From an optimization exercise on the open Yosys and OpenROAD flow, aimed at small area and a short achievable clock period; shortcuts taken in it are not production practice.
The RTL was checked by simulation tests, not by an equivalence proof against the original design.

==> delta: inputs <==
==> flow/design.v (excerpt) <==
module iir_biquad_mc #(
  parameter int W    = 14,
  parameter int FRAC = 11,
  parameter int CH   = 4,
  parameter int CHW  = (CH > 1) ? $clog2(CH) : 1
) (
  input  logic           CLK,
  input  logic           RST,
  input  logic [W-1:0]   DIN,
  input  logic           VIN,
  input  logic [CHW-1:0] CH_IN,
  input  logic [W-1:0]   B0,
  input  logic [W-1:0]   B1,
  input  logic [W-1:0]   B2,
  input  logic [W-1:0]   A1,
  input  logic [W-1:0]   A2,
  input  logic           BYPASS,
  input  logic           CLR,
  input  logic [CHW-1:0] CLR_CH,
  output logic [W-1:0]   DOUT,
  output logic           VOUT,
  output logic [CHW-1:0] CH_OUT,
  output logic           SAT,
  input  logic           SAT_CLR
);
==> flow/config.mk <==
export PLATFORM = sky130hd
export DESIGN_NAME = iir_biquad_mc
export DESIGN_NICKNAME = iir_biquad_mc
export VERILOG_FILES = /design/flow/design.v
export SDC_FILE = /design/flow/constraint.sdc
export NUM_CORES = 4
export LEC_CHECK = 0
export ABC_AREA = 1
export CAP_MARGIN = 20
export CORE_MARGIN = 2
export CORE_UTILIZATION = 40
export CTS_BUF_LIST = sky130_fd_sc_hd__clkbuf_8
export SLEW_MARGIN = 20
export SYNTH_HIERARCHICAL = 1
==> flow/constraint.sdc <==
create_clock -name core_clock -period 22.0 [get_ports {CLK}]
set_input_delay 4.4000 -clock core_clock [delete_from_list [all_inputs] [get_ports {CLK}]]
set_output_delay 4.4000 -clock core_clock [all_outputs]
set_load 0.01 [all_outputs]
standard.sh (not shown) runs the stock make flow with config.mk's settings and CLKGATE_MAP_FILE= SYNTH_SCRIPT=/design/flow/synth_recipe.tcl, a recipe that flattens the netlist after the stock synthesis.
==> flow/flow/run.sh <==
#!/bin/bash
# The standard layout (standard.sh: the standard synthesis, floorplan, placement, CTS and
# routing) with two changes to how it is made:
#  - repair_timing is asked for a larger setup slack margin, so that it sizes the critical
#    paths; only the worst path is repaired (no TNS repair) to keep the area down;
#  - the port buffers are buf_2 cells instead of the delay cells buffer_ports picks by default.
# The make output goes to flow_make.log; ORFS writes each step's log under orfs/logs/.
set -euo pipefail
bash standard.sh SETUP_SLACK_MARGIN=15 TNS_END_PERCENT=0 \
  'BUFFER_PORTS_ARGS=-buffer_cell sky130_fd_sc_hd__buf_2' finish > flow_make.log 2>&1
==> indigo: changes against delta <==
==> flow/flow/run.sh (replaced) <==
#!/bin/bash
# The standard layout (standard.sh: the standard synthesis, floorplan, placement, CTS and
# routing), with repair_timing asked for a larger setup slack margin so that it sizes the
# critical paths, and only the worst path repaired (no TNS repair) to keep the area down.
# The make output goes to flow_make.log; ORFS writes each step's log under orfs/logs/.
set -euo pipefail
bash standard.sh SETUP_SLACK_MARGIN=16 TNS_END_PERCENT=0 finish > flow_make.log 2>&1
--- a/flow/config.mk
+++ b/flow/config.mk
@@ -9,6 +9,5 @@
 export CAP_MARGIN = 20
 export CORE_MARGIN = 2
 export CORE_UTILIZATION = 40
-export CTS_BUF_LIST = sky130_fd_sc_hd__clkbuf_8
 export SLEW_MARGIN = 20
 export SYNTH_HIERARCHICAL = 1
==> ember: changes against delta <==
==> flow/run.sh (new file) <==
#!/bin/bash
# synth_recipe.tcl (not shown) runs the flow's synth.tcl, then flattens the netlist and writes it again
# the make line also repeats each setting of config.mk as NAME=value (left out here)
make -C /OpenROAD-flow-scripts/flow DESIGN_CONFIG=/design/flow/config.mk WORK_HOME=/design/flow/orfs CLKGATE_MAP_FILE= SYNTH_SCRIPT=/design/flow/synth_recipe.tcl finish
--- a/flow/config.mk
+++ b/flow/config.mk
@@ -9,6 +9,5 @@
 export CAP_MARGIN = 20
 export CORE_MARGIN = 2
 export CORE_UTILIZATION = 40
-export CTS_BUF_LIST = sky130_fd_sc_hd__clkbuf_8
 export SLEW_MARGIN = 20
 export SYNTH_HIERARCHICAL = 1
removed: flow/flow/run.sh
removed: flow/standard.sh
==> notes.md <==
Inverters 283; Worst-Skew Late Latency 610 ps; area of the multi-input gates 24000 um2; tightest hold margin 460 ps; Diodes inserted 0; via count 26300; status timing/DRC/antenna clean; critical-path cell list clkdlybuf4s50_1 > nand2_1 > inv_1 > nand2_1 > nand2_1 > a21oi_1 > nand3_1 > nand3_1 > o22ai_1 > xor2_1 > fa_1 > fa_1 > fa_1 > fa_1 > fa_1 > fa_1
That was ember.
==> notes.md <==
status timing/DRC/antenna clean; tightest hold margin 455 ps; critical-path cell list buf_12 > clkinvlp_4 > buf_12 > nor2_4 > nand2_1 > a41oi_2 > o21ai_2 > buf_6 > buf_4 > o22ai_1 > xor2_1 > fa_1 > fa_1 > fa_1 > fa_1 > fa_1; Worst-Skew Late Latency 650 ps; Diodes inserted 1
That was delta.
==> notes.md <==
tightest hold margin 463 ps; Worst-Skew Late Latency 600 ps; status timing/DRC/antenna clean; Inverters 285; area of the multi-input gates 24700 um2
That was indigo.

==> port drivers added, routing unchanged <==
No port has a modelled driver above. Below, the same layouts with a new extraction and two added sets of constraints.
Step 1 (the two cells are an assumption about what drives the block):
set clk [get_ports {CLK}]
set_driving_cell -lib_cell sky130_fd_sc_hd__clkbuf_16 $clk
set_driving_cell -lib_cell sky130_fd_sc_hd__buf_2 [delete_from_list [all_inputs] $clk]
Step 2, shift: input delay + t, output delay - t, t = (earliest + latest rising clock arrival at the registers) / 2. This alone moves slack from input paths to output paths.
a / b / c = no drivers / after step 1 / after step 2; a / b = the first two.
run | t, ns | setup slack, ns | clock arrival spread, ns | pins driven straight from the clock port
delta | 0.690 | 13.614 / 13.612 / 12.922 | 0.031 / 0.031 | 1
indigo | 0.651 | 13.693 / 13.604 / 12.952 | 0.019 / 0.019 | 1
ember | 0.659 | 12.008 / 12.045 / 11.386 | 0.035 / 0.034 | 1
After both steps every run listed still meets setup and hold. The setup slack of indigo, which loses most, moves by -0.089 ns with the drivers and by -0.741 ns with both steps.
